From an optimization exercise on the open Yosys and OpenROAD flow, aimed at small area; shortcuts taken in it are not production practice. At most, simulation tests tie the RTL to the original design; equivalence was not proved. Only the layout flow was run in run 6; the RTL was not checked for function there. Power figures rest on the tool's default switching activity, not on a simulated workload.

===== flow/run.sh =====
#!/bin/bash
# synth_recipe.tcl (not shown) runs the flow's synth.tcl, then flattens the netlist and writes it again
# the make line also repeats each setting of config.mk as NAME=value (left out here)
make -C /OpenROAD-flow-scripts/flow DESIGN_CONFIG=/design/flow/config.mk WORK_HOME=/design/flow/orfs CLKGATE_MAP_FILE= SYNTH_SCRIPT=/design/flow/synth_recipe.tcl finish

===== flow/config.mk =====
export PLATFORM = sky130hd
export DESIGN_NAME = mips_exec_profiler
export DESIGN_NICKNAME = mips_exec_profiler
export VERILOG_FILES = /design/flow/design.v
export SDC_FILE = /design/flow/constraint.sdc
export NUM_CORES = 4
export LEC_CHECK = 0
export ABC_AREA = 1
export CAP_MARGIN = 20
export CORE_MARGIN = 2
export CORE_UTILIZATION = 60
export PLACE_DENSITY = 0.75
export SLEW_MARGIN = 20

===== flow/constraint.sdc =====
create_clock -name core_clock -period 6.0 [get_ports {clk}]
set_input_delay 1.2000 -clock core_clock [delete_from_list [all_inputs] [get_ports {clk}]]
set_output_delay 1.2000 -clock core_clock [all_outputs]
set_load 0.01 [all_outputs]

===== flow/design.v =====
`default_nettype none
package mips_prof_pkg;
    localparam logic [2:0] c_ST_IF = 3'd0;
    localparam logic [2:0] c_ST_ID = 3'd1;
    localparam int c_NUM_CLASS = 9;
    localparam int c_NUM_STBIN = 6;
    localparam logic [5:0] c_OP_RTYPE = 6'h00;
    localparam logic [5:0] c_OP_ADDI  = 6'h08;
    localparam logic [5:0] c_OP_ORI   = 6'h0d;
    localparam logic [5:0] c_OP_BEQ   = 6'h04;
    localparam logic [5:0] c_OP_J     = 6'h02;
    localparam logic [5:0] c_OP_LW    = 6'h23;
    localparam logic [5:0] c_OP_SW    = 6'h2b;
    localparam logic [5:0] c_FN_ADD   = 6'h20;
    function automatic logic [8:0] classify_oh(input logic [31:0] word);
        logic [8:0] oh;
        logic       rt;
        rt    = (word[31:26] == c_OP_RTYPE);
        oh[0] = rt && (word[5:0] == c_FN_ADD);
        oh[1] = rt && (word[5:0] != c_FN_ADD);
        oh[2] = (word[31:26] == c_OP_ADDI);
        oh[3] = (word[31:26] == c_OP_ORI);
        oh[4] = (word[31:26] == c_OP_BEQ);
        oh[5] = (word[31:26] == c_OP_J);
        oh[6] = (word[31:26] == c_OP_LW);
        oh[7] = (word[31:26] == c_OP_SW);
        oh[8] = ~|oh[7:0];
        classify_oh = oh;
    endfunction
    function automatic logic [3:0] classify(input logic [31:0] word);
        logic [3:0] cls;
        case (word[31:26])
            c_OP_RTYPE: cls = (word[5:0] == c_FN_ADD) ? 4'd0 : 4'd1;
            c_OP_ADDI:  cls = 4'd2;
            c_OP_ORI:   cls = 4'd3;
            c_OP_BEQ:   cls = 4'd4;
            c_OP_J:     cls = 4'd5;
            c_OP_LW:    cls = 4'd6;
            c_OP_SW:    cls = 4'd7;
            default:    cls = 4'd8;
        endcase
        classify = cls;
    endfunction
endpackage
`default_nettype wire
`default_nettype none
module prof_trace_fifo #(
    parameter int DEPTH  = 16,
    parameter int DATA_W = 40
) (
    input  logic                      clk,
    input  logic                      reset,
    input  logic                      clr,
    input  logic                      push,
    input  logic [DATA_W-1:0]         push_data,
    input  logic                      pop,
    output logic                      valid,
    output logic [DATA_W-1:0]         head_data,
    output logic [$clog2(DEPTH):0]    occupancy,
    output logic                      ovf
);
    localparam int c_AW = $clog2(DEPTH);
    logic [DATA_W-1:0] r_mem [DEPTH];
    logic [c_AW:0]     r_count;
    logic              r_ovf;
    logic w_empty;
    logic w_full;
    logic w_do_pop;
    logic w_do_push;
    logic [DEPTH-1:0] w_sel;
    assign w_empty   = (r_count == '0);
    assign w_full    = r_count[c_AW];
    assign w_do_pop  = pop && !w_empty;
    assign w_do_push = push && (!w_full || w_do_pop);
    always_ff @(posedge clk) begin
        if (w_do_push && !clr) begin
            r_mem[0] <= push_data;
            for (int i = 1; i < DEPTH; i++) r_mem[i] <= r_mem[i-1];
        end
    end
    always_ff @(posedge clk or negedge reset) begin
        if (!reset) begin
            r_count <= '0;
            r_ovf   <= 1'b0;
        end else if (clr) begin
            r_count <= '0;
            r_ovf   <= 1'b0;
        end else begin
            if (w_do_push && !w_do_pop) begin
                r_count <= r_count + 1'b1;
            end else if (w_do_pop && !w_do_push) begin
                r_count <= r_count - 1'b1;
            end
            if (push && !w_do_push) begin
                r_ovf <= 1'b1;
            end
        end
    end
    always_comb begin
        head_data = '0;
        for (int i = 0; i < DEPTH; i++) begin
            w_sel[i] = (r_count == (c_AW + 1)'(i + 1));
            head_data = head_data | ({DATA_W{w_sel[i]}} & r_mem[i]);
        end
    end
    assign valid     = !w_empty;
    assign occupancy = r_count;
    assign ovf       = r_ovf;
endmodule
`default_nettype wire
`default_nettype none
module mips_exec_profiler #(
    parameter int CNT_W       = 16,
    parameter int TRACE_DEPTH = 16,
    parameter int CYC_W       = 8
) (
    input  logic                  clk,
    input  logic                  reset,
    input  logic                  prof_en,
    input  logic                  prof_clr,
    input  logic [2:0]            uc_state,
    input  logic [31:0]           instr,
    input  logic [4:0]            rd_addr,
    output logic [CNT_W-1:0]      rd_data,
    input  logic                  trace_pop,
    output logic                  trace_valid,
    output logic [4+CYC_W+32-1:0] trace_data,
    output logic                  trace_ovf
);
    localparam int c_NCNT = mips_prof_pkg::c_NUM_CLASS + mips_prof_pkg::c_NUM_STBIN + 1;
    logic [2:0]       r_prev_state;
    logic             r_armed;
    logic [31:0]      r_word;
    logic [CYC_W-1:0] r_cyc;
    logic [CNT_W-1:0] r_cnt [c_NCNT];
    logic [CNT_W-1:0] r_rd_data;
    logic             w_if_entry;
    logic             w_retire;
    logic             w_clr;
    logic [8:0]       w_cls_oh;
    logic [c_NCNT-1:0] w_inc;
    logic [CNT_W-1:0] w_status;
    logic [CNT_W-1:0] w_rd_mux;
    assign w_if_entry = (uc_state == mips_prof_pkg::c_ST_IF) && (r_prev_state != mips_prof_pkg::c_ST_IF);
    assign w_retire   = w_if_entry && r_armed && prof_en && !prof_clr;
    assign w_cls_oh   = mips_prof_pkg::classify_oh(r_word);
    assign w_clr      = prof_clr || !reset;
    always_ff @(posedge clk or negedge reset) begin
        if (!reset) begin
            r_prev_state <= mips_prof_pkg::c_ST_IF;
            r_armed      <= 1'b0;
            r_word       <= '0;
        end else begin
            r_prev_state <= uc_state;
            if (prof_clr) begin
                r_armed <= 1'b0;
            end else if (w_if_entry) begin
                r_armed <= 1'b1;
            end
            if (uc_state == mips_prof_pkg::c_ST_ID) begin
                r_word <= instr;
            end
        end
    end
    always_ff @(posedge clk) begin
        if (w_if_entry) begin
            r_cyc <= CYC_W'(1);
        end else if (r_cyc != '1) begin
            r_cyc <= r_cyc + 1'b1;
        end
    end
    always_comb begin
        for (int i = 0; i < mips_prof_pkg::c_NUM_CLASS; i++) begin
            w_inc[i] = w_retire && w_cls_oh[i];
        end
        for (int i = 0; i < mips_prof_pkg::c_NUM_STBIN; i++) begin
            w_inc[mips_prof_pkg::c_NUM_CLASS + i] = prof_en &&
                ((i == 5) ? (uc_state > 3'd4) : (uc_state == 3'(i)));
        end
        w_inc[c_NCNT-1] = prof_en;
    end
    for (genvar g = 0; g < c_NCNT; g++) begin : g_cnt
        always_ff @(posedge clk) begin
            if (w_clr) begin
                r_cnt[g] <= '0;
            end else if (w_inc[g] && (r_cnt[g] != '1)) begin
                r_cnt[g] <= r_cnt[g] + 1'b1;
            end
        end
    end
    localparam int c_OCC_W = $clog2(TRACE_DEPTH) + 1;
    logic [CYC_W+32-1:0] w_head;
    logic [c_OCC_W-1:0]  w_occ;
    logic [3:0]          w_head_cls;
    prof_trace_fifo #(
        .DEPTH  (TRACE_DEPTH),
        .DATA_W (CYC_W + 32)
    ) u_trace_fifo (
        .clk       (clk),
        .reset     (reset),
        .clr       (prof_clr),
        .push      (w_retire),
        .push_data ({r_cyc, r_word}),
        .pop       (trace_pop),
        .valid     (trace_valid),
        .head_data (w_head),
        .occupancy (w_occ),
        .ovf       (trace_ovf)
    );
    assign w_head_cls = trace_valid ? mips_prof_pkg::classify(w_head[31:0]) : 4'd0;
    assign trace_data = {w_head_cls, w_head};
    assign w_status   = CNT_W'({trace_ovf, w_occ});
    always_comb begin
        w_rd_mux = '0;
        for (int i = 0; i < c_NCNT; i++) begin
            w_rd_mux = w_rd_mux | ({CNT_W{rd_addr == 5'(i)}} & r_cnt[i]);
        end
        w_rd_mux = w_rd_mux | ({CNT_W{rd_addr == 5'd16}} & w_status);
    end
    always_ff @(posedge clk or negedge reset) begin
        if (!reset) begin
            r_rd_data <= '0;
        end else begin
            r_rd_data <= w_rd_mux;
        end
    end
    assign rd_data = r_rd_data;
endmodule
`default_nettype wire

==> out/results.ini, run 1 <==
[cts]
cts_made_buffers=97
cts_setup_buffers=0
cts_tree=built
cts_resized=0
clk_pin_slew_ps=60
insertion_delay_ps=670
hold_buffers=0
clock_sinks=962
root_buffer=clkbuf_16
htree_levels=3
cts_buffer_depth=3

[global_route]
grt_overflow=0
grt_pass1_vias=29640
grt_pass1_wl_um=166300
grt_start_max_net_pins=168
grt_use_total_pct=30.35
antenna_found_initial=1

[synthesis]
netlist_top_cells_area=edfxtp_1 (47%), dfxtp_1 (13%), nand2_1 (8.9%)
syn-mean-instance-area_um2=9.966
synth_nets=4184
syn-cell-area_um2=41020
synth_ff_type=edfxtp_1
syn_inst=4116
yosysUniqueCellTypes=56
synth.most_common_cell=nand2_1
synth_seq_cells=962
async_reset_ff_share_pct=6.029
synth-edff-count=640
synth_common_cells=nand2_1 (977), edfxtp_1 (640), inv_1 (447), nor2_1 (295), dfxtp_1 (264)
synth_top_area_share_pct=46.85
synth_warnings=4
synth_top_cell_by_area=edfxtp_1
seq_area_frac_synth_pct=63.28

[routing]
first_pass_iters=8
drc=0
vias=31540
drt-initial-drc-count=3736
wl_per_cell_um=20.61
ant_nets=0
viasPerCell=6.060
finalWirelength_um=107300

[timing]
max_slew.worst_pin.slew_ps=1137
rsz0062_at_grt=no
final-hold-violation-count=0
final-setup-viol-count=0
fmax_ghz=0.1897
fin_crit_ps=5273
finalCritPeriodShare_pct=87.88
setup_tns_ps=0
drv_slew=0
clock_skew_ps=12.24
slew-limit-headroom_pct=22.21

[critical_path]
critPathMaxFanout=21
crit_chain=inv_1 > ha_1 > inv_1 > nor2_2 > nand3_1 > nand2_1 > nor2_1 > nand2_1 > inv_1 > nand2_1 > nor2_1 > nand3_1 > inv_1 > nor2_1 > nand2_1 > nor2_1 > clkdlybuf4s50_1
criticalPathCategory=flop to output port
cp.required_ps=4800
crit_slowest_cell=nor2_2
worst-path-buf-inv=5
critPathArrivalTime_ps=4070
worstSetupStartpointType=flop
critPathMaxStageDelay_ps=870
critPathCaptureType=output port
critical-path-top-delay-family=simple AND/OR/NAND/NOR gates

[die]
core_area_um2=67400
io_pins=107
initial_core_util_pct=60.86
die-width_um=265.5
dieArea_um2=70470
die_h_um=265.5
rows=95

[placement]
hpwl_um=72280
place.port_buffers=106
gp_congestion=0.9799
post-place-cells=5023

[hold_path]
min_path_type=input pin to async pin

[run_status]
status=timing/DRC/antenna clean

[cells_and_area]
drive_gt1_share_pct=5.840
area_growth_pct=13.40
layout.nets=4317
post-route-util_pct=69.02
diodes=0
layoutNonFillerInstCount=5205

[pwr]
p_per_area_nw_per_um2=351.8
ir_drop_uv=227.4
power.leakage_nw=16.22

[job]
max_cap_violations=0

[cells by family after synthesis]
family / Yosys count / synth area share [%]
adder cells (fa/ha/maj): 23 / 0.7016
flip-flops: 962 / 63.28
buffers and inverters: 574 / 5.427
XOR/XNOR: 56 / 1.196
AO/OA/AOI/OAI: 684 / 10.35
AND/OR/NAND/NOR: 1817 / 19.05
[layout make-up]
type	count	area, um^2
flip-flops and latches	962	25950
fillers	4982	20880
well taps	873	1092
clock buffers	125	2624
inverters	463	1742
clock inverters	57	744.5
multi-input cells	2580	12950
repair buffers	145	1401
[registers in the layout, summed over array words and instances, names as in the netlist]
name / flops
r_prev_state: 3
u_trace_fifo.r_count: 5
u_trace_fifo.r_mem: 640
r_cyc: 8
u_trace_fifo.r_ovf: 1
r_armed: 1
r_cnt: 256
r_word: 32
r_rd_data: 16
[metal layers]
metal	vias to the layer above	routed length [um]	track usage (%)
met5	-	8	0
met4	2	4549	12.70
met3	272	9987	4.832
met2	1583	49450	48.13
met1	15060	43300	41.99
li1	14630	-	-
[layout by cell type (no fill, tap or decap), drive strengths merged, types with 58 or more instances in the layout]
cell type / Yosys / layout
nand2: 986 / 986
edfxtp: 640 / 640
inv: 460 / 461
nor2: 318 / 318
dfxtp: 264 / 264
nand3: 229 / 229
a21oi: 218 / 218
o21ai: 187 / 187
nor3: 134 / 134
clkbuf: 62 / 125
a221oi: 111 / 111
clkdlybuf4s50: 0 / 105
nand4: 85 / 85
o22ai: 63 / 63
dfrtp: 58 / 58
[where the power goes]
group | switching [mW] | internal [mW] | leakage, nW
Sequential | 0.0808 | 7.09 | 8.63
Combinational | 1.74 | 1.11 | 5.96
Clock | 2.59 | 3.75 | 1.63
[stage by stage]
stage / area (um^2) / total power, mW / worst slack [ps] / hold WS (ps)
4_1_cts: 46510 / 16.43 / 780.9 / 337.5
5_1_grt: 46510 / 16.92 / 442.9 / 341.1
3_3_place_gp: 43150 / 10.09 / 1637 / 427.1
3_5_place_dp: 43150 / 10.13 / 1510 / 431.6
6_report: 46510 / 16.36 / 727.1 / 363.9
2_1_floorplan: 41040 / 8.790 / -8199 / 419.6
[final timing paths]
path                                          start  slack (ps)                   endpoint  cells after the start
min in group core_clock    u_trace_fifo.r_mem[2][8]         440   u_trace_fifo.r_mem[3][8]                      0
hold / removal                                reset         360            r_prev_state[2]                      1
setup reg to reg            u_trace_fifo.r_count[0]        2820  u_trace_fifo.r_mem[9][38]                      9
setup / recovery            u_trace_fifo.r_count[0]         730             trace_data[43]                     17
max in group asynchronous                     reset        4640                 r_word[28]                      2
hold reg to reg            u_trace_fifo.r_mem[2][8]         440   u_trace_fifo.r_mem[3][8]                      0
==> run 2, diff against run 1 <==
--- a/flow/design.v
+++ b/flow/design.v
@@ -61,17 +61,20 @@
 );
     localparam int c_AW = $clog2(DEPTH);
     logic [DATA_W-1:0] r_mem [DEPTH];
-    logic [c_AW:0]     r_count;
+    logic [DEPTH:0]    r_occ;
     logic              r_ovf;
     logic w_empty;
     logic w_full;
     logic w_do_pop;
     logic w_do_push;
-    logic [DEPTH-1:0] w_sel;
-    assign w_empty   = (r_count == '0);
-    assign w_full    = r_count[c_AW];
+    logic w_up;
+    logic w_down;
+    assign w_empty   = r_occ[0];
+    assign w_full    = r_occ[DEPTH];
     assign w_do_pop  = pop && !w_empty;
     assign w_do_push = push && (!w_full || w_do_pop);
+    assign w_up      = w_do_push && !w_do_pop;
+    assign w_down    = w_do_pop && !w_do_push;
     always_ff @(posedge clk) begin
         if (w_do_push && !clr) begin
             r_mem[0] <= push_data;
@@ -80,16 +83,16 @@
     end
     always_ff @(posedge clk or negedge reset) begin
         if (!reset) begin
-            r_count <= '0;
-            r_ovf   <= 1'b0;
+            r_occ <= (DEPTH+1)'(1);
+            r_ovf <= 1'b0;
         end else if (clr) begin
-            r_count <= '0;
-            r_ovf   <= 1'b0;
+            r_occ <= (DEPTH+1)'(1);
+            r_ovf <= 1'b0;
         end else begin
-            if (w_do_push && !w_do_pop) begin
-                r_count <= r_count + 1'b1;
-            end else if (w_do_pop && !w_do_push) begin
-                r_count <= r_count - 1'b1;
+            if (w_up) begin
+                r_occ <= {r_occ[DEPTH-1:0], 1'b0};
+            end else if (w_down) begin
+                r_occ <= {1'b0, r_occ[DEPTH:1]};
             end
             if (push && !w_do_push) begin
                 r_ovf <= 1'b1;
@@ -99,13 +102,15 @@
     always_comb begin
         head_data = '0;
         for (int i = 0; i < DEPTH; i++) begin
-            w_sel[i] = (r_count == (c_AW + 1)'(i + 1));
-            head_data = head_data | ({DATA_W{w_sel[i]}} & r_mem[i]);
-        end
-    end
-    assign valid     = !w_empty;
-    assign occupancy = r_count;
-    assign ovf       = r_ovf;
+            head_data = head_data | ({DATA_W{r_occ[i+1]}} & r_mem[i]);
+        end
+        occupancy = '0;
+        for (int k = 1; k <= DEPTH; k++) begin
+            occupancy = occupancy | ({(c_AW+1){r_occ[k]}} & (c_AW+1)'(k));
+        end
+    end
+    assign valid = !w_empty;
+    assign ovf   = r_ovf;
 endmodule
 `default_nettype wire
 `default_nettype none
@@ -180,11 +185,20 @@
         w_inc[c_NCNT-1] = prof_en;
     end
     for (genvar g = 0; g < c_NCNT; g++) begin : g_cnt
+        logic [CNT_W:0]   w_t;
+        logic [CNT_W-1:0] w_s;
+        always_comb begin
+            w_t[0] = w_inc[g] & ~&r_cnt[g];
+            for (int i = 0; i < CNT_W; i++) begin
+                w_s[i]   = r_cnt[g][i] ^ w_t[i];
+                w_t[i+1] = r_cnt[g][i] & w_t[i];
+            end
+        end
         always_ff @(posedge clk) begin
             if (w_clr) begin
                 r_cnt[g] <= '0;
-            end else if (w_inc[g] && (r_cnt[g] != '1)) begin
-                r_cnt[g] <= r_cnt[g] + 1'b1;
+            end else begin
+                r_cnt[g] <= w_s;
             end
         end
     end
--- a/flow/config.mk
+++ b/flow/config.mk
@@ -5,9 +5,9 @@
 export SDC_FILE = /design/flow/constraint.sdc
 export NUM_CORES = 4
 export LEC_CHECK = 0
-export ABC_AREA = 1
 export CAP_MARGIN = 20
 export CORE_MARGIN = 2
 export CORE_UTILIZATION = 60
+export CTS_BUF_LIST = sky130_fd_sc_hd__clkbuf_4
 export PLACE_DENSITY = 0.75
 export SLEW_MARGIN = 20
==> run 2 against run 1 <==
Against the previous run:
- routed wire length decreased by 7.7%
- cell count decreased by 27%
- via count decreased by 22%
- largest cell class unchanged
- synthesized cell count decreased by 39%
- core utilization decreased by 0.43 points
- largest power group unchanged
- sequential cell count increased by 12
- sequential power increased by 1%
- power decreased by 20%
- still clean on timing, DRC and antenna
- critical path type unchanged
- die area decreased by 7.1%
- clock power decreased by 14%
- global-route usage decreased by 0.14 points
==> out/results.ini, run 2 <==
[run_status]
status=timing/DRC/antenna clean

[critical_path]
worstSetupStartpointType=flop
crit_slowest_cell=dfrtp_2
critPathMaxStageDelay_ps=630
critical-path-top-delay-family=buffers and inverters
criticalPathCategory=flop to output port
cp.required_ps=4800
crit_chain=buf_4 > a22o_1 > a221oi_1 > nand4_1 > nor2_1 > a311o_1 > o32ai_1 > clkdlybuf4s50_1
worst-path-buf-inv=2
r2r_end=r_cnt[1][15]
rr_startpoint=r_word[2]
r2r_cells=20
critPathArrivalTime_ps=4020
critPathCaptureType=output port
r2r_slack_ps=870
critPathMaxFanout=32
path_depth=8

[global_route]
grt_util_met2_pct=46.04
antenna_found_initial=4
grt_start_max_net_pins=194
grt_overflow=0
grt_use_met3_pct=8.932
grt_pass1_vias=24640
grt.busiest_layer=met2
grt_pass1_wl_um=148200
use_met1_pct=41.47
grt_use_total_pct=30.21

[timing]
fmax_ghz=0.1914
max_slew.worst_pin.slew_ps=1129
slew-limit-headroom_pct=24.76
final-setup-viol-count=0
rsz0062_at_grt=no
fin_crit_ps=5224
finalWorstSetupSlack_ps=776.0
drv_slew=0
clock_skew_ps=68.67
finalCritPeriodShare_pct=87.07
final-hold-violation-count=0

[placement]
preCtsSetupSlack_ps=297.9
hpwl_um=61200
place.port_buffers=106
gp_congestion=0.9667
placement.cell_area_um2=40040

[cells_and_area]
top_register=u_trace_fifo.r_mem
drive_gt1_share_pct=16.79
num-fill-cells=4332
largest_reg_flops=640
area_growth_pct=13.32
layout.nets=3045
layout_commonest_cell=edfxtp_1
stdcell_area_um2=43110
final_cell_mix=edfxtp_1 (640), clkbuf_4 (354), dfxtp_1 (264), ha_1 (241), and2_1 (240)
reg_top3=u_trace_fifo.r_mem x640, r_cnt x256, r_word x32

[synthesis]
synthMuxAreaShare_pct=1.260
async_reset_ff_share_pct=7.187
synth_compound_area_share_pct=10.76
synthAdderAreaFrac_pct=7.953
syn_inst=2506
synth-simple-area-share_pct=9.015
yosysUniqueCellTypes=64
synth-edff-count=640
synth_common_cells=edfxtp_1 (640), dfxtp_1 (264), ha_1 (241), and2_1 (240), a22o_1 (153)
synth_warnings=4
synth_top_cell_by_area=edfxtp_1
seq_area_frac_synth_pct=69.02
synthXorXnorAreaFrac_pct=0.4605
synth.most_common_cell=edfxtp_1
syn-cell-area_um2=38040
synth_seq_cells=974
netlist_top_cells_area=edfxtp_1 (51%), dfxtp_1 (14%), ha_1 (7.9%)
synth_ff_type=edfxtp_1
synth_top_area_share_pct=50.52
synth_nets=2792
synth_top_family_by_area=compound AO/OA/AOI/OAI gates
syn-mean-instance-area_um2=15.18

[cts]
cts_made_buffers=234
hold_buffers=0
clock_sinks=974
cts_setup_buffers=0
root_buffer=clkbuf_4
htree_levels=4
clk_pin_slew_ps=70
cts_resized=0
cts_buffer_depth=3
insertion_delay_ps=1080
cts_tree=built

[die]
io_pins=107
core_area_um2=62850
initial_core_util_pct=60.53
dieArea_um2=65430
die_h_um=255.8
die-width_um=255.8
rows=92

[hold_path]
min_path_type=input pin to async pin

[routing]
drc=0
wl_per_cell_um=26.01
first_pass_iters=11
viasPerCell=6.462
ant_nets=0
drt-initial-drc-count=2948
vias=24590
finalWirelength_um=98980

[pwr]
ir_drop_uv=187.0
power.leakage_nw=16.63
p_per_area_nw_per_um2=303.9

[job]
max_cap_violations=0

==> run 2: cell type report <==
class / instances / area, um^2 / area share [%]
Antenna cell: 6 / 15.01 / 0.03483
Multi-Input combinational cell: 1391 / 11230 / 26.06
Clock buffer: 354 / 2658 / 6.165
Inverter: 8 / 30.03 / 0.06966
Timing Repair Buffer: 150 / 1439 / 3.338
Clock inverter: 77 / 399.1 / 0.9259
Tap cell: 846 / 1059 / 2.456
Sequential cell: 974 / 26280 / 60.96
==> run 2: stage by stage <==
step	setup TNS [ps]	cells	utilization, %	hold slack [ps]	power, mW
5_1_grt	0	3806	68.59	99.32	13.61
2_1_floorplan	-4265300	2506	-	421.0	7.577
3_3_place_gp	0	3369	63.70	426.5	7.772
6_report	0	3806	68.59	157.4	13.10
3_5_place_dp	0	3369	63.70	432.2	7.788
4_1_cts	0	3800	68.56	57.33	13.21
==> run 2: worst reg2reg max path, cell delays in order (launching register included) <==
cell and delay (ps):
dfrtp_1 420, or4b_2 640, nor3_1 770, nor4_1 110, ha_1 230, ha_1 190
ha_1 180, ha_1 190, ha_1 190, ha_1 190, ha_1 230, ha_1 210
ha_1 180, ha_1 180, ha_1 180, ha_1 180, ha_1 180, ha_1 180
ha_1 190, xnor2_1 130, nor2_1 50
==> run 2: worst max-delay path by stage <==
stage / from / end / slack (ps)
6_report: u_trace_fifo.r_occ[8] / trace_data[40] / 780
5_1_grt: u_trace_fifo.r_occ[15] / trace_data[40] / 580
4_1_cts: u_trace_fifo.r_occ[15] / trace_data[43] / 680
3_5_place_dp: uc_state[1] / r_cnt[6][15] / 300
3_3_place_gp: uc_state[1] / r_cnt[6][15] / 340
2_1_floorplan: prof_clr / u_trace_fifo.r_mem[0][0] / -6650
==> run 2: cell families after synthesis <==
family / count (synthesis)
DFF: 974
and+or+nand+nor: 592
adders and majority gates: 242
buffers and inverters: 141
xor gates and xnor gates: 20
muxes: 44
AOI/OAI and AO/OA: 493
==> run 2: routing by layer <==
layer	share of wire, %	vias up
li1	-	10620
met1	39	12280
met2	46	1497
met3	12	201
met4	2.8	0
met5	0	-
==> run 2: power by group <==
| part | switching, mW | internal (mW) |
|---|---|---|
| Combinational | 0.214 | 0.181 |
| Sequential | 0.0939 | 7.16 |
| Clock | 2.63 | 2.82 |
| Total | 2.94 | 10.2 |
==> run 3, diff against run 2 <==
--- a/flow/config.mk
+++ b/flow/config.mk
@@ -8,6 +8,7 @@
 export CAP_MARGIN = 20
 export CORE_MARGIN = 2
 export CORE_UTILIZATION = 60
-export CTS_BUF_LIST = sky130_fd_sc_hd__clkbuf_4
+export CTS_BUF_LIST = sky130_fd_sc_hd__clkbuf_8
+export CTS_CLUSTER_SIZE = 30
 export PLACE_DENSITY = 0.75
 export SLEW_MARGIN = 20
==> run 3 against run 2 <==
Against the previous run:
- cell area is 0.38% lower
- first-iteration DRC count increased by 4.4%
- still clean on timing, DRC and antenna
- non-clock buffer count unchanged
- clock power is 2% lower
- fmax is 2.3% higher
==> out/results.ini, run 3 <==
[routing]
viasPerCell=6.632
wl_per_cell_um=26.95
first_pass_iters=8
ant_nets=0
finalWirelength_um=98460
drc=0
vias=24240
drt-initial-drc-count=3079

[critical_path]
r2r_end=r_cnt[1][15]
critPathArrivalTime_ps=5770
crit_top_cell=ha_1
worst-path-buf-inv=0
r2r_slack_ps=890
critPathMaxStageDelay_ps=760
criticalPathCategory=flop to flop
critPathCaptureType=flop
rr_startpoint=r_word[3]
worstSetupStartpointType=flop
cp.required_ps=6660
crit_slowest_cell=nor3_1
r2r_cells=20
critical-path-top-delay-family=adder cells
crit_chain=or4b_2 > nor3_1 > nor4_1 > ha_1 > ha_1 > ha_1 > ha_1 > ha_1 > ha_1 > ha_1 > ha_1 > ha_1 > ha_1 > ha_1 > ha_1 > ha_1 > ha_1 > ha_1 > xnor2_1 > nor2_1
critPathMaxFanout=3

[global_route]
grt_util_met2_pct=45.95
grt_pass1_vias=24090
grt_use_met3_pct=7.714
antenna_found_initial=2
grt.busiest_layer=met2
use_met1_pct=42.03
grt_overflow=0
grt_pass1_wl_um=146900
grt_start_max_net_pins=194
grt_use_total_pct=29.99

[cts]
cts_setup_buffers=0
hold_buffers=0
htree_levels=4
cts_tree=built
insertion_delay_ps=820
cts_resized=0
clk_pin_slew_ps=70
clock_sinks=974
root_buffer=clkbuf_8
cts_made_buffers=153
cts_buffer_depth=3

[die]
dieArea_um2=65430
initial_core_util_pct=60.53
io_pins=107
rows=92
die_h_um=255.8
core_area_um2=62850
die-width_um=255.8

[synthesis]
async_reset_ff_share_pct=7.187
synth_nets=2792
synth.most_common_cell=edfxtp_1
syn-cell-area_um2=38040
yosysUniqueCellTypes=64
synth-edff-count=640
synth_common_cells=edfxtp_1 (640), dfxtp_1 (264), ha_1 (241), and2_1 (240), a22o_1 (153)
synth_ff_type=edfxtp_1
synth_top_cell_by_area=edfxtp_1
synth_warnings=4
synth_top_area_share_pct=50.52
seq_area_frac_synth_pct=69.02
synth_seq_cells=974
syn-mean-instance-area_um2=15.18
netlist_top_cells_area=edfxtp_1 (51%), dfxtp_1 (14%), ha_1 (7.9%)
syn_inst=2506

[timing]
slew-limit-headroom_pct=24.68
finalHoldWorstSlack_ps=404.6
max_slew.worst_pin.slew_ps=1130
finalCritPeriodShare_pct=85.14
drv_slew=0
rsz0062_at_grt=no
fin_crit_ps=5108
fmax_ghz=0.1958
final-setup-viol-count=0
final-hold-violation-count=0
clock_skew_ps=36.14

[cells_and_area]
top_register=u_trace_fifo.r_mem
post-route-util_pct=68.33
final_cell_mix=edfxtp_1 (640), dfxtp_1 (264), ha_1 (241), and2_1 (240), clkbuf_8 (173)
layout.nets=2964
largest_reg_flops=640
area_growth_pct=12.88
layout_commonest_cell=edfxtp_1
num-fill-cells=4270
stdcell_area_um2=42940
drive_gt1_share_pct=11.47
reg_top3=u_trace_fifo.r_mem x640, r_cnt x256, r_word x32

[job]
max_cap_violations=0

[pwr]
p_per_area_nw_per_um2=302.2
power.leakage_nw=16.54
ir_drop_uv=216.4

[placement]
place.port_buffers=106
placement.cell_area_um2=40040
hpwl_um=61200
gp_congestion=0.9667

[hold_path]
min_path_type=input pin to async pin

[run_status]
status=timing/DRC/antenna clean

run 3: changes by cell type in the layout (fill, tap and decap cells not counted), moves of 5 or more:
cell | before | now
clkinv_1 | 62 | 27
inv_1 | 8 | 70
inv_6 | 1 | 7
clkbuf_4 | 354 | 0
clkinv_2 | 5 | 10
diode_2 | 6 | 1
clkbuf_8 | 0 | 173
run 3: cell type report:
| cell class | instances | area (um^2) | area share (%) |
|---|---|---|---|
| Antenna cell | 1 | 2.502 | 0.005827 |
| Clock buffer | 173 | 2381 | 5.545 |
| Clock inverter | 111 | 523.0 | 1.218 |
| Inverter | 8 | 30.03 | 0.06993 |
| Multi-Input combinational cell | 1391 | 11230 | 26.16 |
| Sequential cell | 974 | 26280 | 61.19 |
| Tap cell | 846 | 1059 | 2.465 |
| Timing Repair Buffer | 150 | 1439 | 3.351 |
run 3: metrics by stage:
step,TNS (ps),worst slack [ps],std cells,power [mW]
2_1_floorplan,-4265300,-6654,2506,7.577
4_1_cts,0,948.2,3653,13.05
5_1_grt,0,678.8,3654,13.39
3_3_place_gp,0,339.5,3369,7.772
6_report,0,891.8,3654,12.98
3_5_place_dp,0,297.9,3369,7.788
run 3: cell families after synthesis:
kind of cell / count (synthesis) / share of synthesized area (%)
flip-flops: 974 / 69.02
multiplexers: 44 / 1.260
XOR/XNOR: 20 / 0.4605
AO/OA/AOI/OAI: 493 / 10.76
AND/OR/NAND/NOR: 592 / 9.015
adder cells (fa/ha/maj): 242 / 7.953
buffers and inverters: 141 / 1.533
run 3: routing by layer:
metal  routed length [um]  up-vias
li1                     -    10320
met1                39280    12180
met2                45020     1518
met3                11230      220
met4                 2928        0
met5                    0        -
run 3: worst max-delay path by stage:
stage	slack, ps	start	depth (start not counted)	to
final	890	r_word[3]	20	r_cnt[1][15]
after global routing	680	r_word[3]	20	r_cnt[1][15]
after CTS	950	r_word[3]	20	r_cnt[1][15]
after detailed placement	300	uc_state[1]	23	r_cnt[6][15]
after global placement	340	uc_state[1]	23	r_cnt[6][15]
after floorplan	-6650	prof_clr	4	u_trace_fifo.r_mem[0][0]
run 3: power by group:
part	switching [mW]	leakage, nW	internal [mW]	total (mW)
combinational	0.214	6.07	0.181	0.396
clock	2.62	1.72	2.70	5.32
sequential	0.0940	8.75	7.16	7.26
total	2.93	16.5	10.0	13.0
==> run 4, diff against run 3 <==
==> flow/flow/run.sh (new file) <==
#!/bin/bash
# Standard ORFS layout with two changes: port buffers use the smallest
# buffer cell, and clock tree synthesis builds larger sink clusters without
# dummy loads.
set -euo pipefail
cd "$(dirname "$0")/.."
bash standard.sh \
    "BUFFER_PORTS_ARGS=-buffer_cell sky130_fd_sc_hd__buf_1" \
    "CTS_ARGS=-sink_clustering_enable -repair_clock_nets -dont_use_dummy_load -buf_list sky130_fd_sc_hd__clkbuf_16 -sink_clustering_size 30 -sink_clustering_max_diameter 80" \
    finish > standard.log 2>&1
==> flow/standard.sh (new file) <==
#!/bin/bash
# synth_recipe.tcl (not shown) runs the flow's synth.tcl, then flattens the netlist and writes it again
# the make line also repeats each setting of config.mk as NAME=value (left out here)
make -C /OpenROAD-flow-scripts/flow DESIGN_CONFIG=/design/flow/config.mk WORK_HOME=/design/flow/orfs CLKGATE_MAP_FILE= SYNTH_SCRIPT=/design/flow/synth_recipe.tcl "${@:-finish}"
--- a/flow/config.mk
+++ b/flow/config.mk
@@ -8,7 +8,5 @@
 export CAP_MARGIN = 20
 export CORE_MARGIN = 2
 export CORE_UTILIZATION = 60
-export CTS_BUF_LIST = sky130_fd_sc_hd__clkbuf_8
-export CTS_CLUSTER_SIZE = 30
 export PLACE_DENSITY = 0.75
 export SLEW_MARGIN = 20
removed: flow/run.sh
==> run 4 against run 3 <==
Against the previous run:
- hold slack worse by 3.9 ps
- synthesized cell count stayed put
- synthesized area unchanged
- setup slack gained 240 ps
- sequential power hardly changed
- clock-buffer cell count is 131 lower
- cell count down 6.5%
- cell area shrank 5.7%
- highest routed layer is now met5
==> out/results.ini, run 4 <==
[critical_path]
worstSetupStartpointType=input pin
critPathArrivalTime_ps=5340
critPathCaptureType=flop
criticalPathCategory=input pin to flop
critPathMaxFanout=10
cp.required_ps=6480

[pwr]
p_total_mw=10.78
ir_drop_uv=176.7
power.leakage_nw=15.11
p_per_area_nw_per_um2=266.0

[placement]
placement.cell_area_um2=39450
hpwl_um=60950
place.port_buffers=106
post-place-cells=3371
gp_congestion=1.033

[cts]
cts_buffer_depth=3
root_buffer=clkbuf_16
htree_levels=2
cts_setup_buffers=0
cts_resized=0
hold_buffers=0
insertion_delay_ps=620
cts_tree=built
clk_pin_slew_ps=110
cts_made_buffers=42
clock_sinks=974

[timing]
final-setup-viol-count=0
max_slew.worst_pin.slew_ps=1081
slew-limit-headroom_pct=26.90
finalCritPeriodShare_pct=81.07
drv_slew=0
rsz0062_at_grt=no
final-hold-violation-count=0
fmax_ghz=0.2056
clock_skew_ps=61.35
fin_crit_ps=4864

[die]
die_h_um=255.8
core_area_um2=62850
initial_core_util_pct=60.53
io_pins=107
dieArea_um2=65430
die-width_um=255.8
rows=92

[routing]
vias=23190
finalWirelength_um=94590
wl_per_cell_um=27.70
drc=0
viasPerCell=6.789
ant_nets=0
first_pass_iters=8
drt-initial-drc-count=2962

[synthesis]
yosysUniqueCellTypes=64
seq_area_frac_synth_pct=69.02
syn_inst=2506
synth-edff-count=640
syn-cell-area_um2=38040
synth_common_cells=edfxtp_1 (640), dfxtp_1 (264), ha_1 (241), and2_1 (240), a22o_1 (153)
async_reset_ff_share_pct=7.187
synth_seq_cells=974
syn-mean-instance-area_um2=15.18
synth_ff_type=edfxtp_1
synth_nets=2792
synth.most_common_cell=edfxtp_1
synth_top_area_share_pct=50.52
synth_warnings=4
synth_top_cell_by_area=edfxtp_1
netlist_top_cells_area=edfxtp_1 (51%), dfxtp_1 (14%), ha_1 (7.9%)

[global_route]
grt_util_met2_pct=43.58
grt_overflow=0
grt_pass1_vias=22390
grt_start_max_net_pins=127
use_met1_pct=41.07
antenna_found_initial=5
grt_use_total_pct=28.33
grt_use_met3_pct=6.051
grt_pass1_wl_um=140200
grt.busiest_layer=met2

[cells_and_area]
layout_commonest_cell=edfxtp_1
layout.nets=2855
drive_gt1_share_pct=6.661
num-fill-cells=4559
layoutNonFillerInstCount=3415
area_growth_pct=6.483
stdcell_area_um2=40510
top_register=u_trace_fifo.r_mem
final_cell_mix=edfxtp_1 (640), dfxtp_1 (264), ha_1 (241), and2_1 (240), a22o_1 (153)
post-route-util_pct=64.45
reg_top3=u_trace_fifo.r_mem x640, r_cnt x256, r_word x32
largest_reg_flops=640

[run_status]
status=timing/DRC/antenna clean

[job]
max_cap_violations=0

[hold_path]
min_path_type=flop to flop

-- run 4: cell counts after synthesis --
No cell type changed its count.
-- run 4: where the power goes --
group          internal (mW)  switching, mW  leakage [nW]
combinational          0.132          0.209          5.84
clock                   1.26           1.92         0.518
sequential              7.15         0.0952          8.75
-- run 4: final cells by class --
class	count	area, um^2	share of cell area [%]
Sequential cell	974	26280	64.87
Multi-Input combinational cell	1391	11230	27.73
Tap cell	846	1059	2.613
Clock buffer	42	1051	2.595
Timing Repair Buffer	152	854.6	2.110
Inverter	8	30.03	0.07413
Antenna cell	2	5.005	0.01236
-- run 4: worst max-delay path, cell delays in order --
cell	delay [ps]
buf_1	230
and3b_2	280
nand3b_4	200
nor4_1	340
nand2b_1	260
nor4_1	360
ha_1	220
ha_1	150
ha_1	150
ha_1	140
ha_1	140
ha_1	150
ha_1	170
ha_1	160
ha_1	140
ha_1	140
ha_1	140
ha_1	140
ha_1	130
ha_1	140
ha_1	220
and2_1	130
-- run 4: worst paths after layout --
| kind | slack (ps) | cells after the start | startpoint | endpoint |
|---|---|---|---|---|
| max in group asynchronous | 4080 | 3 | reset | u_trace_fifo.r_occ[8] |
| worst min-delay path | 400 | 0 | u_trace_fifo.r_mem[13][21] | u_trace_fifo.r_mem[14][21] |
| worst max-delay path | 1140 | 22 | prof_en | r_cnt[1][14] |
| worst min register to register | 400 | 0 | u_trace_fifo.r_mem[13][21] | u_trace_fifo.r_mem[14][21] |
| worst max register to register | 1340 | 20 | r_cnt[12][10] | r_cnt[12][15] |
| min in group asynchronous | 740 | 2 | reset | r_word[20] |
-- run 4: per-layer routing --
| metal | share of wire [%] | up-vias | wire (um) |
|---|---|---|---|
| li1 | - | 9977 | - |
| met1 | 41 | 11800 | 39140 |
| met2 | 46 | 1222 | 43170 |
| met3 | 9.9 | 187 | 9376 |
| met4 | 3.1 | 2 | 2887 |
| met5 | 0.014 | - | 13 |
-- run 4: logic make-up after synthesis --
logic type	Yosys count	synth area share (%)
compound gates	493	10.76
flops	974	69.02
buf+inv	141	1.533
xor+xnor	20	0.4605
simple gates	592	9.015
mux	44	1.260
fa+ha+maj	242	7.953
-- run 4: per-stage QoR --
stage / hold slack [ps] / TNS, ps / worst slack, ps
after floorplan: 421.0 / -4265300 / -6654
after global placement: 426.9 / 0 / 669.3
after detailed placement: 433.6 / 0 / 543.9
after CTS: 403.8 / 0 / 1136
after global routing: 422.0 / 0 / 770.6
final: 400.8 / 0 / 1136
==> run 5, diff against run 4 <==
==> flow/flow/run.sh (replaced) <==
#!/bin/bash
# Standard ORFS layout with two changes: port buffers use the smallest
# buffer cell, and clock tree synthesis builds larger sink clusters without
# dummy loads.
set -euo pipefail
cd "$(dirname "$0")/.."
bash standard.sh \
    "BUFFER_PORTS_ARGS=-buffer_cell sky130_fd_sc_hd__buf_1" \
    "CTS_ARGS=-sink_clustering_enable -repair_clock_nets -dont_use_dummy_load -buf_list sky130_fd_sc_hd__clkbuf_16 -sink_clustering_size 25 -sink_clustering_max_diameter 60" \
    finish > standard.log 2>&1
==> run 5 against run 4 <==
Against the previous run:
- sequential cell count did not move
- non-clock buffer count did not move
- register-to-register slack barely moved
- clock skew rose by 12 ps
- largest power group unchanged
- synthesized area did not move
- setup slack got worse by 16 ps
- first-iteration DRC count fell by 0.10%
- clock power rose by 12%
- combinational power barely moved
- critical path depth did not move
- highest routed layer unchanged
- still clean on timing, DRC and antenna
- synthesized cell count did not move
- routed wire length rose by 0.46%
==> out/results.ini, run 5 <==
[run_status]
status=timing/DRC/antenna clean

[cells_and_area]
largest_reg_flops=640
layout_commonest_cell=edfxtp_1
regArea_um2=26280
post-route-util_pct=64.89
num-fill-cells=4520
layout.nets=2866
top_register=u_trace_fifo.r_mem
multiInputGateArea_um2=11230
area_growth_pct=7.213
reg_top3=u_trace_fifo.r_mem x640, r_cnt x256, r_word x32
final_cell_mix=edfxtp_1 (640), dfxtp_1 (264), ha_1 (241), and2_1 (240), a22o_1 (153)
drive_gt1_share_pct=7.060

[global_route]
grt_pass1_wl_um=141200
grt_start_max_net_pins=127
grt_use_total_pct=28.50
grt_overflow=0
antenna_found_initial=5
grt_pass1_vias=22650

[timing]
final-setup-viol-count=0
finalCritPeriodShare_pct=81.33
fmax_ghz=0.2049
final-hold-violation-count=0
clock_skew_ps=73.46
rsz0062_at_grt=no
drv_slew=0
setup_tns_ps=0
max_slew.worst_pin.slew_ps=1111
fin_crit_ps=4880
finalWorstSetupSlack_ps=1120
slew-limit-headroom_pct=24.90
finalHoldWorstSlack_ps=407.6

[synthesis]
netlist_top_cells_area=edfxtp_1 (51%), dfxtp_1 (14%), ha_1 (7.9%)
synth_common_cells=edfxtp_1 (640), dfxtp_1 (264), ha_1 (241), and2_1 (240), a22o_1 (153)
synth.most_common_cell=edfxtp_1
synth_seq_cells=974
yosysUniqueCellTypes=64
synth-edff-count=640
syn-cell-area_um2=38040
synth_nets=2792
synth_top_cell_by_area=edfxtp_1
synth_ff_type=edfxtp_1
async_reset_ff_share_pct=7.187
synth_warnings=4
seq_area_frac_synth_pct=69.02
synth_top_area_share_pct=50.52
syn_inst=2506
syn-mean-instance-area_um2=15.18

[cts]
root_buffer=clkbuf_16
cts_setup_buffers=0
clock_sinks=974
clk_pin_slew_ps=100
htree_levels=2
cts_resized=0
insertion_delay_ps=650
cts_made_buffers=53
cts_buffer_depth=3
hold_buffers=0
cts_tree=built

[critical_path]
cp.required_ps=6500
critPathArrivalTime_ps=5380
worstSetupStartpointType=input pin
critPathMaxFanout=10
critPathCaptureType=flop
crit_top_cell=ha_1
criticalPathCategory=input pin to flop
critPathMaxStageDelay_ps=370
crit_chain=buf_1 > and3b_2 > nand3b_4 > nor4_1 > nand2b_1 > nor4_1 > ha_1 > ha_1 > ha_1 > ha_1 > ha_1 > ha_1 > ha_1 > ha_1 > ha_1 > ha_1 > ha_1 > ha_1 > ha_1 > ha_1 > ha_1 > and2_1
crit_slowest_cell=nor4_1

[routing]
wl_per_cell_um=27.73
drc=0
met3_length_um=10040
ant_nets=0
viasPerCell=6.794
dr_wl_met2_um=43000
first_pass_iters=10
wl_met1_um=38710
finalWirelength_um=95020
drt-initial-drc-count=2959
vias=23280
highest_layer=met5

[placement]
hpwl_um=60950
place.port_buffers=106
gp_congestion=1.033
preCtsSetupSlack_ps=543.9

[pwr]
p_int_mw=8.852
seqPwrFrac_pct=65.0
p_sw_mw=2.302
swShare_pct=20.64
combPwrFrac_pct=3.1
p_clk_share_pct=31.9
power.leakage_nw=15.24
ir_drop_uv=256.2
p_total_mw=11.15
p_per_area_nw_per_um2=273.5

[hold_path]
min_path_type=flop to flop

[die]
io_pins=107
dieArea_um2=65430
die-width_um=255.8
initial_core_util_pct=60.53
rows=92
die_h_um=255.8
core_area_um2=62850

[job]
max_cap_violations=0

==> run 5: changes by cell type in the layout (fill, tap and decap cells not counted), sizes merged <==
cell / change
diode: +1
clkbuf: +11
==> run 5: power by group through the flow <==
| stage | clock network [mW] | logic (mW) | registers (mW) |
|---|---|---|---|
| final | 3.56 | 0.342 | 7.25 |
| after global routing | 3.86 | 0.372 | 7.26 |
| after CTS | 3.64 | 0.343 | 7.25 |
| after detailed placement | 0 | 0.341 | 7.40 |
| after global placement | 0 | 0.328 | 7.39 |
| after floorplan | 0 | 0.224 | 7.35 |
==> run 5: layer usage <==
layer	GRT usage (%)	vias to the layer above
met5	0	-
met4	9.292	4
met3	6.239	199
met2	43.55	1276
met1	41.02	11810
li1	-	9997
==> run 5: layout make-up <==
type / instances / share of cell area, %
Antenna cell: 3 / 0.01841
Clock buffer: 53 / 3.252
Inverter: 8 / 0.07363
Multi-Input combinational cell: 1391 / 27.54
Sequential cell: 974 / 64.43
Tap cell: 846 / 2.595
Timing Repair Buffer: 152 / 2.095
==> run 5: per-stage QoR <==
stage	std cells	cell area [um^2]
final	3427	40790
after global routing	3424	40780
after CTS	3424	40780
after detailed placement	3371	39450
after global placement	3370	39420
after floorplan	2506	38060
==> run 5: critical path: cells and delay by family <==
kind                       cells  cell delay, ps
and+or+nand+nor                6            1580
adders and majority gates     15            2360
buffers and inverters          1             230
==> run 5: cell families (layout without fill, tap and decap cells) <==
family	count (synthesis)	count (layout)	synth area share, %
compound gates	493	493	10.76
other cells	0	3	0
flops	974	974	69.02
fa+ha+maj	242	242	7.953
buf+inv	141	213	1.533
simple gates	592	592	9.015
xor+xnor	20	20	0.4605
mux	44	44	1.260
==> run 5: path summary, 6_finish.rpt <==
check,end,slack (ps),start,cells after the start
worst min register to register,u_trace_fifo.r_mem[14][21],410,u_trace_fifo.r_mem[13][21],0
worst max-delay path,r_cnt[1][14],1120,prof_en,22
min in group asynchronous,r_word[9],720,reset,2
worst max register to register,r_cnt[1][14],1350,r_word[3],20
max in group asynchronous,r_rd_data[15],4060,reset,3
worst min-delay path,u_trace_fifo.r_mem[14][21],410,u_trace_fifo.r_mem[13][21],0
==> run 6, diff against run 5 <==
--- a/flow/design.v
+++ b/flow/design.v
@@ -61,20 +61,17 @@
 );
     localparam int c_AW = $clog2(DEPTH);
     logic [DATA_W-1:0] r_mem [DEPTH];
-    logic [DEPTH:0]    r_occ;
+    logic [c_AW:0]     r_count;
     logic              r_ovf;
     logic w_empty;
     logic w_full;
     logic w_do_pop;
     logic w_do_push;
-    logic w_up;
-    logic w_down;
-    assign w_empty   = r_occ[0];
-    assign w_full    = r_occ[DEPTH];
+    logic [DEPTH-1:0] w_sel;
+    assign w_empty   = (r_count == '0);
+    assign w_full    = r_count[c_AW];
     assign w_do_pop  = pop && !w_empty;
     assign w_do_push = push && (!w_full || w_do_pop);
-    assign w_up      = w_do_push && !w_do_pop;
-    assign w_down    = w_do_pop && !w_do_push;
     always_ff @(posedge clk) begin
         if (w_do_push && !clr) begin
             r_mem[0] <= push_data;
@@ -83,16 +80,16 @@
     end
     always_ff @(posedge clk or negedge reset) begin
         if (!reset) begin
-            r_occ <= (DEPTH+1)'(1);
-            r_ovf <= 1'b0;
+            r_count <= '0;
+            r_ovf   <= 1'b0;
         end else if (clr) begin
-            r_occ <= (DEPTH+1)'(1);
-            r_ovf <= 1'b0;
+            r_count <= '0;
+            r_ovf   <= 1'b0;
         end else begin
-            if (w_up) begin
-                r_occ <= {r_occ[DEPTH-1:0], 1'b0};
-            end else if (w_down) begin
-                r_occ <= {1'b0, r_occ[DEPTH:1]};
+            if (w_do_push && !w_do_pop) begin
+                r_count <= r_count + 1'b1;
+            end else if (w_do_pop && !w_do_push) begin
+                r_count <= r_count - 1'b1;
             end
             if (push && !w_do_push) begin
                 r_ovf <= 1'b1;
@@ -102,15 +99,13 @@
     always_comb begin
         head_data = '0;
         for (int i = 0; i < DEPTH; i++) begin
-            head_data = head_data | ({DATA_W{r_occ[i+1]}} & r_mem[i]);
-        end
-        occupancy = '0;
-        for (int k = 1; k <= DEPTH; k++) begin
-            occupancy = occupancy | ({(c_AW+1){r_occ[k]}} & (c_AW+1)'(k));
-        end
-    end
-    assign valid = !w_empty;
-    assign ovf   = r_ovf;
+            w_sel[i] = (r_count == (c_AW + 1)'(i + 1));
+            head_data = head_data | ({DATA_W{w_sel[i]}} & r_mem[i]);
+        end
+    end
+    assign valid     = !w_empty;
+    assign occupancy = r_count;
+    assign ovf       = r_ovf;
 endmodule
 `default_nettype wire
 `default_nettype none
@@ -184,21 +179,38 @@
         end
         w_inc[c_NCNT-1] = prof_en;
     end
-    for (genvar g = 0; g < c_NCNT; g++) begin : g_cnt
-        logic [CNT_W:0]   w_t;
-        logic [CNT_W-1:0] w_s;
+    localparam int c_NCLS = mips_prof_pkg::c_NUM_CLASS;
+    logic [CNT_W-1:0] w_cls_cur;
+    logic [CNT_W-1:0] w_cls_nxt;
+    logic             w_cls_sat;
+    always_comb begin
+        w_cls_cur = '0;
+        for (int i = 0; i < c_NCLS; i++) begin
+            w_cls_cur = w_cls_cur | ({CNT_W{w_cls_oh[i]}} & r_cnt[i]);
+        end
+    end
+    assign w_cls_sat = &w_cls_cur;
+    assign w_cls_nxt = w_clr ? '0 : w_cls_cur + 1'b1;
+    for (genvar g = 0; g < c_NCLS; g++) begin : g_cls
+        always_ff @(posedge clk) begin
+            if (w_clr || (w_inc[g] && !w_cls_sat)) begin
+                r_cnt[g] <= w_cls_nxt;
+            end
+        end
+    end
+    for (genvar g = c_NCLS; g < c_NCNT; g++) begin : g_cnt
+        logic [CNT_W:0]   w_lo;
+        logic             w_en;
         always_comb begin
-            w_t[0] = w_inc[g] & ~&r_cnt[g];
-            for (int i = 0; i < CNT_W; i++) begin
-                w_s[i]   = r_cnt[g][i] ^ w_t[i];
-                w_t[i+1] = r_cnt[g][i] & w_t[i];
-            end
-        end
+            w_lo[0] = 1'b1;
+            for (int i = 0; i < CNT_W; i++) w_lo[i+1] = w_lo[i] & r_cnt[g][i];
+        end
+        assign w_en = w_inc[g] & ~w_lo[CNT_W];
         always_ff @(posedge clk) begin
             if (w_clr) begin
                 r_cnt[g] <= '0;
             end else begin
-                r_cnt[g] <= w_s;
+                r_cnt[g] <= r_cnt[g] ^ ({CNT_W{w_en}} & w_lo[CNT_W-1:0]);
             end
         end
     end
==> flow/flow/run.sh (replaced) <==
#!/bin/bash
# The standard ORFS layout with three changes:
#  - synthesis maps logic with the area-oriented ABC script in
#    flow/abc_area.script (everything else in the synthesis is unchanged, so
#    the registers are the standard synthesis's);
#  - port buffers use the smallest buffer cell;
#  - clock tree synthesis builds larger sink clusters without dummy loads.
# Each tool's output goes to the ORFS logs under orfs/logs; the make output
# goes to standard.log in the work folder.
set -euo pipefail
cd "$(dirname "$0")/.."
W=$(pwd)

# ORFS's synth.tcl with the ABC script swapped, and the standard flow's synthesis script
# sourcing it.
sed "s#^source \$::env(SCRIPTS_DIR)/synth_preamble.tcl\$#&\nset abc_args [lreplace \$abc_args 1 1 $W/flow/abc_area.script]#" \
    "$FLOW_HOME/scripts/synth.tcl" > "$W/synth_abc.tcl"
grep -q "abc_area.script" "$W/synth_abc.tcl"
sed "s#\$::env(SCRIPTS_DIR)/synth.tcl#$W/synth_abc.tcl#" "$W/synth_recipe.tcl" > "$W/synth_recipe_abc.tcl"
grep -q "synth_abc.tcl" "$W/synth_recipe_abc.tcl"

bash standard.sh \
    "SYNTH_SCRIPT=$W/synth_recipe_abc.tcl" \
    "BUFFER_PORTS_ARGS=-buffer_cell sky130_fd_sc_hd__buf_1" \
    "CTS_ARGS=-sink_clustering_enable -repair_clock_nets -dont_use_dummy_load -buf_list sky130_fd_sc_hd__clkbuf_16 -sink_clustering_size 25 -sink_clustering_max_diameter 60" \
    finish > standard.log 2>&1
==> flow/flow/abc_area.script (new file) <==
strash
dc2
dch -f
amap
&get -n
&st
&dch
&nf
&put
topo
stime -c
dnsize -c
==> run 6 against run 5 <==
Against the previous run:
- still clean
- clock-buffer cell count did not move
- non-clock buffer count rose by 30
- power rose by 18%
- cell count fell by 6.2%
- clock power fell by 1%
- routed wire length rose by 1.8%
- synthesized area fell by 6.1%
- clock skew fell by 17 ps
- synthesized cell count fell by 12%
- die area fell by 6.0%
- register-to-register slack got worse by 820 ps
- largest cell class unchanged
- largest power group unchanged
==> out/results.ini, run 6 <==
[run_status]
status=timing/DRC/antenna clean

[placement]
placement.cell_area_um2=38010
gp_congestion=1.091
hpwl_um=59930
place.port_buffers=106
preCtsSetupSlack_ps=697.8

[pwr]
p_per_area_nw_per_um2=333.9
ir_drop_uv=391.8
power.leakage_nw=12.70

[synthesis]
synth_ff_type=edfxtp_1
async_reset_ff_share_pct=6.029
synth_top_cell_by_area=edfxtp_1
syn-cell-area_um2=35730
synth.most_common_cell=edfxtp_1
netlist_top_cells_area=edfxtp_1 (66%), dfxtp_1 (6.7%), a222oi_1 (6.1%)
seq_area_frac_synth_pct=76.67
synth_warnings=4
synth_common_cells=edfxtp_1 (784), a222oi_1 (216), dfxtp_1 (120), nand2_1 (112), nor2_1 (111)
synth-edff-count=784
syn-mean-instance-area_um2=16.19
synth_seq_cells=962
yosysUniqueCellTypes=54
synth_nets=2267
synth_top_area_share_pct=65.89
syn_inst=2207

[cts]
cts_tree=built
root_buffer=clkbuf_16
clk_pin_slew_ps=100
cts_buffer_depth=3
cts_made_buffers=53
clock_sinks=962
hold_buffers=0
htree_levels=2
insertion_delay_ps=640

[timing]
finalCritPeriodShare_pct=94.70
fmax_ghz=0.1760
drv_slew=0
final-hold-violation-count=0
finalHoldWorstSlack_ps=410.1
slew-limit-headroom_pct=24.85
max_slew.worst_pin.slew_ps=1121
clock_skew_ps=56.18
fin_crit_ps=5682
final-setup-viol-count=0
rsz0062_at_grt=no
finalWorstSetupSlack_ps=318.3

[routing]
wl_per_cell_um=30.08
vias=23650
ant_nets=0
viasPerCell=7.357
drc=0
first_pass_iters=13
drt-initial-drc-count=5099
finalWirelength_um=96710

[global_route]
grt_use_total_pct=31.25
grt_util_met2_pct=49.78
grt_pass1_wl_um=142200
use_met1_pct=41.71
grt_start_max_net_pins=134
grt_pass1_vias=22820
grt_overflow=0
antenna_found_initial=3
grt.busiest_layer=met2
grt_use_met3_pct=5.311

[die]
die_h_um=248.0
rows=89
io_pins=107
core_area_um2=58910
dieArea_um2=61520
die-width_um=248.0
initial_core_util_pct=60.66

[cells_and_area]
multiInputGateArea_um2=8487
drive_gt1_share_pct=7.207
largest_reg_flops=640
post-route-util_pct=66.79
num-fill-cells=3913
regArea_um2=27400
area_growth_pct=10.11
top_register=u_trace_fifo.r_mem
diodes=0
reg_top3=u_trace_fifo.r_mem x640, r_cnt x256, r_word x32
final_cell_mix=edfxtp_1 (784), a222oi_1 (216), dfxtp_1 (120), nand2_1 (112), a22oi_1 (106)
layout.nets=2504
stdcell_area_um2=39340
layout_commonest_cell=edfxtp_1

[critical_path]
critPathMaxStageDelay_ps=610
crit_chain=clkinv_1 > ha_1 > and3_2 > buf_4 > a222oi_1 > nand4_1 > nor2_1 > clkinv_1 > or4_1 > o311a_1 > nor2_1 > buf_1
critPathCaptureType=output port
worst-path-buf-inv=4
r2r_slack_ps=530
critical-path-top-delay-family=simple AND/OR/NAND/NOR gates
cp.required_ps=4800
critPathMaxFanout=21
crit_slowest_cell=or4_1
worstSetupStartpointType=flop
critPathArrivalTime_ps=4480
criticalPathCategory=flop to output port

[hold_path]
min_path_type=flop to flop

[job]
max_cap_violations=0

run 6: cell types whose count changed in the layout (fill, tap and decap cells not counted), sizes merged, moves of 38 or more:
cell    change
edfxtp    +144
a222oi    +210
and3       +53
a22o      -131
a221oi    -122
dfxtp     -144
nand3      +52
a21oi      +81
nand4      -50
o21ai      +38
nor2       +58
nor3       +52
ha        -226
and2      -223
run 6: worst reg2reg max path, cell delays in order, from the launching register on:
cell and delay [ps]:
dfrtp_1 450, or4_1 630, nor3_2 440, a222oi_1 120, and3_1 220, nand2_1 150
ha_1 190, a21boi_0 440, nand4b_1 280, nor4bb_1 670, nand4_1 230, nor2b_1 250
and4_1 550, o31ai_2 320, buf_4 290
run 6: final timing paths:
path,startpoint,end,depth (start not counted)
max in group asynchronous,reset,r_word[29],2
worst max register to register,r_word[26],r_cnt[0][10],14
min in group asynchronous,reset,r_rd_data[5],1
worst max-delay path,u_trace_fifo.r_count[0],trace_data[42],12
worst min register to register,u_trace_fifo.r_mem[2][3],u_trace_fifo.r_mem[3][3],0
worst min-delay path,u_trace_fifo.r_mem[2][3],u_trace_fifo.r_mem[3][3],0
run 6: final cells by class:
class,instances,area share [%]
timing repair buffer,182,2.662
clock buffer,53,3.371
multi-input combinational,1213,21.57
tap,773,2.458
inverter,32,0.3053
sequential,962,69.63
run 6: kinds of logic after synthesis:
family,share of synthesized area (%)
multiplexers,1.037
buffers and inverters,0.3362
AO/OA/AOI/OAI,13.15
flip-flops,76.67
adder cells (fa/ha/maj),0.5252
AND/OR/NAND/NOR,8.162
XOR/XNOR,0.1226
run 6: per-layer routing:
metal,wire (um),part of all wire [%],vias up
li1,-,-,9888
met1,34550,36,11530
met2,44930,46,1850
met3,11220,12,386
met4,5986,6.2,4
met5,21,0.022,-
run 6: what timing repair did:
action | 4_1_cts | 5_1_grt
gates resized for setup | 0 | 1
buffers inserted | 0 | 0
endpoints found under the setup margin | 0 | 2
run 6: through the flow:
stage	TNS (ps)	std cells	power (mW)
2_1_floorplan	-4571670	2207	8.765
3_3_place_gp	0	3162	9.656
3_5_place_dp	0	3162	9.718
4_1_cts	0	3215	13.14
5_1_grt	0	3215	13.58
6_report	0	3215	13.14
run 6: power by group:
part / switching, mW / internal, mW
clock: 1.96 / 1.57
combinational: 1.39 / 0.674
sequential: 0.197 / 7.35
total: 3.54 / 9.59
==> run 7, diff against run 6 <==
--- a/flow/design.v
+++ b/flow/design.v
@@ -128,7 +128,7 @@
     output logic                  trace_ovf
 );
     localparam int c_NCNT = mips_prof_pkg::c_NUM_CLASS + mips_prof_pkg::c_NUM_STBIN + 1;
-    logic [2:0]       r_prev_state;
+    logic             r_prev_nif;    
     logic             r_armed;
     logic [31:0]      r_word;
     logic [CYC_W-1:0] r_cyc;
@@ -141,17 +141,17 @@
     logic [c_NCNT-1:0] w_inc;
     logic [CNT_W-1:0] w_status;
     logic [CNT_W-1:0] w_rd_mux;
-    assign w_if_entry = (uc_state == mips_prof_pkg::c_ST_IF) && (r_prev_state != mips_prof_pkg::c_ST_IF);
+    assign w_if_entry = (uc_state == mips_prof_pkg::c_ST_IF) && r_prev_nif;
     assign w_retire   = w_if_entry && r_armed && prof_en && !prof_clr;
     assign w_cls_oh   = mips_prof_pkg::classify_oh(r_word);
     assign w_clr      = prof_clr || !reset;
     always_ff @(posedge clk or negedge reset) begin
         if (!reset) begin
-            r_prev_state <= mips_prof_pkg::c_ST_IF;
+            r_prev_nif   <= 1'b0;
             r_armed      <= 1'b0;
             r_word       <= '0;
         end else begin
-            r_prev_state <= uc_state;
+            r_prev_nif   <= (uc_state != mips_prof_pkg::c_ST_IF);
             if (prof_clr) begin
                 r_armed <= 1'b0;
             end else if (w_if_entry) begin
==> flow/config.mk (replaced) <==
export PLATFORM = sky130hd
export DESIGN_NAME = mips_exec_profiler
export DESIGN_NICKNAME = mips_exec_profiler
export VERILOG_FILES = /design/flow/design.v
export SDC_FILE = /design/flow/constraint.sdc
export NUM_CORES = 4
export LEC_CHECK = 0
export CAP_MARGIN = 0
export CORE_MARGIN = 2
export CORE_UTILIZATION = 70
export PLACE_DENSITY = 0.85
export SLEW_MARGIN = 0
==> run 7 against run 6 <==
Against the previous run:
- sequential power barely moved
- core utilization rose by 11 points
- clock-buffer cell count fell by 2
- clock skew rose by 20 ps
- first-iteration DRC count rose by 13%
- critical path depth fell by 1
- setup slack got worse by 99 ps
- cell count fell by 3.8%
- clock power barely moved
- synthesized area fell by 0.13%
- fmax fell by 1.7%
- critical endpoint is now trace_data[40]
- highest routed layer unchanged
==> out/results.ini, run 7 <==
[run_status]
status=timing/DRC/antenna clean

[routing]
viasPerCell=8.034
finalWirelength_um=105900
wl_per_cell_um=34.24
drc=0
drt-initial-drc-count=5783
vias=24840
ant_nets=0
first_pass_iters=11

[timing]
slew-limit-headroom_pct=11.17
drv_slew=0
final-hold-violation-count=0
clock_skew_ps=76.23
fmax_ghz=0.1730
finalWorstSetupSlack_ps=218.9
fin_crit_ps=5781
max_slew.worst_pin.slew_ps=1328
rsz0062_at_grt=no
finalCritPeriodShare_pct=96.35
final-setup-viol-count=0

[critical_path]
critPathCaptureType=output port
worstSetupStartpointType=flop
rr_startpoint=r_word[27]
critPathArrivalTime_ps=4580
criticalPathCategory=flop to output port
critPathMaxFanout=18
startpoint=u_trace_fifo.r_count[4]
crit_chain=buf_4 > clkinv_1 > and4_2 > a222oi_1 > nand4_1 > or2_0 > nand2b_1 > nor4bb_1 > a221oi_1 > a21oi_1 > buf_1
cp.required_ps=4800
crit_slowest_cell=nor4bb_1
critPathMaxStageDelay_ps=630

[pwr]
ir_drop_uv=275.2
p_per_area_nw_per_um2=341.1
power.leakage_nw=12.59

[cells_and_area]
layout_commonest_cell=edfxtp_1
num-fill-cells=2718
top_register=u_trace_fifo.r_mem
reg_top3=u_trace_fifo.r_mem x640, r_cnt x256, r_word x32
largest_reg_flops=640
regArea_um2=27350
diodes=0
area_growth_pct=9.691
post-route-util_pct=77.86
layout.nets=2482
drive_gt1_share_pct=7.149
final_cell_mix=edfxtp_1 (784), a222oi_1 (221), dfxtp_1 (120), a22oi_1 (117), buf_1 (105)
multiInputGateArea_um2=8553

[cts]
root_buffer=clkbuf_16
cts_buffer_depth=3
insertion_delay_ps=660
clock_sinks=960
cts_made_buffers=51
hold_buffers=0
clk_pin_slew_ps=90
htree_levels=2
cts_tree=built

[synthesis]
netlist_top_cells_area=edfxtp_1 (66%), dfxtp_1 (6.7%), a222oi_1 (6.2%)
synth_top_cell_by_area=edfxtp_1
synth_common_cells=edfxtp_1 (784), a222oi_1 (221), dfxtp_1 (120), a22oi_1 (117), a21oi_1 (103)
yosysUniqueCellTypes=51
synth_top_area_share_pct=65.97
synth_warnings=4
syn_inst=2190
synth_ff_type=edfxtp_1
synth-edff-count=784
synth_seq_cells=960
syn-cell-area_um2=35680
synth.most_common_cell=edfxtp_1
syn-mean-instance-area_um2=16.29
synth_nets=2250
async_reset_ff_share_pct=5.833
seq_area_frac_synth_pct=76.63

[die]
rows=82
initial_core_util_pct=70.98
dieArea_um2=52800
die_h_um=229.8
io_pins=107
die-width_um=229.8
core_area_um2=50270

[hold_path]
min_path_type=flop to flop
holdCritStartpoint=u_trace_fifo.r_mem[5][31]

[job]
max_cap_violations=0

[global_route]
grt_overflow=0
grt_start_max_net_pins=205
antenna_found_initial=1
grt_pass1_vias=24190
grt_pass1_wl_um=153900
grt_use_total_pct=39.79

[placement]
preCtsSetupSlack_ps=941.8
place.port_buffers=106
gp_congestion=1.034
hpwl_um=64980

-- run 7: path summary, 6_finish.rpt --
check	to	slack, ps	depth (start not counted)
worst max register to register	r_cnt[2][9]	850	16
worst min-delay path	u_trace_fifo.r_mem[6][31]	410	0
min in group asynchronous	r_rd_data[6]	600	1
worst max-delay path	trace_data[40]	220	11
max in group asynchronous	u_trace_fifo.r_count[2]	4400	2
worst min register to register	u_trace_fifo.r_mem[6][31]	410	0
-- run 7: final cells by class --
type,instances,area share (%)
tap,672,2.148
multi-input combinational,1200,21.85
sequential,960,69.87
timing repair buffer,179,2.586
clock buffer,51,3.260
inverter,30,0.2877
-- run 7: layer usage --
layer,vias up,global-route usage [%],share of wire (%)
li1,9826,-,-
met1,11810,49.85,32
met2,2633,62.52,46
met3,572,8.916,14
met4,2,27.80,8.2
met5,-,0,0.015
-- run 7: what timing repair did --
| item | 4_1_cts | 5_1_grt |
|---|---|---|
| hold endpoints to repair | 0 | 0 |
| resized for setup | 0 | 4 |
| setup buffers | 0 | 0 |
| setup endpoints to repair | 0 | 4 |
-- run 7: logic make-up after synthesis --
| family | count (synthesis) | share of synthesized area (%) |
|---|---|---|
| muxes | 33 | 1.034 |
| xor gates and xnor gates | 6 | 0.1473 |
| adders and majority gates | 15 | 0.5259 |
| DFF | 960 | 76.63 |
| AOI/OAI and AO/OA | 580 | 12.80 |
| and+or+nand+nor | 566 | 8.541 |
| buffers and inverters | 30 | 0.3156 |
-- run 7: critical path: cells and delay by family (launching register included) --
family / cells / cell delay (ps)
simple gates: 5 / 1910
buf+inv: 3 / 870
flops: 1 / 350
compound gates: 3 / 780
-- run 7: per-stage QoR --
stage | std cells | TNS [ps] | power, mW | hold WS, ps | cell area [um^2]
after floorplan | 2190 | -4517710 | 8.851 | 417.8 | 35710
after global placement | 3041 | 0 | 9.763 | 424.2 | 37850
after detailed placement | 3041 | 0 | 9.863 | 430.0 | 37850
after CTS | 3092 | 0 | 13.26 | 411.8 | 39120
after global routing | 3092 | 0 | 13.67 | 427.0 | 39140
final | 3092 | 0 | 13.35 | 414.6 | 39140
-- run 7: report_power, final --
| group | total (mW) | switching, mW | internal [mW] | leakage [nW] |
|---|---|---|---|---|
| Clock | 3.49 | 1.98 | 1.51 | 0.628 |
| Sequential | 7.54 | 0.202 | 7.34 | 9.02 |
| Combinational | 2.31 | 1.53 | 0.782 | 2.95 |
| Total | 13.4 | 3.72 | 9.63 | 12.6 |

what the ideal ports hide:
How much do the figures lean on ideal ports? The routed layouts below were timed once more, with nothing changed but the port constraints. Step 1 sets driving cells, clkbuf_16 on the clock port and buf_2 on the other inputs (assumed; they add their load-dependent delay and slew). Step 2 also shifts input and output timing later by t, the mid clock arrival at the registers, as if the neighbouring blocks saw the same clock. Slacks: ideal / step 1 / step 2; pairs: ideal / step 1.
run | shift t [ns] | slack for setup (ns)
run 1 | 0.722 | 0.727 / 0.668 / 1.390
run 2 | 1.103 | 0.776 / 0.714 / 0.232
run 3 | 0.857 | 0.892 / 0.892 / 0.241
run 4 | 0.651 | 1.136 / 1.136 / 0.485
run 5 | 0.680 | 1.120 / 1.125 / 0.445
run 6 | 0.670 | 0.318 / 0.261 / 0.532
run 7 | 0.686 | 0.219 / 0.159 / 0.846
After both steps setup and hold are still met in every run listed.
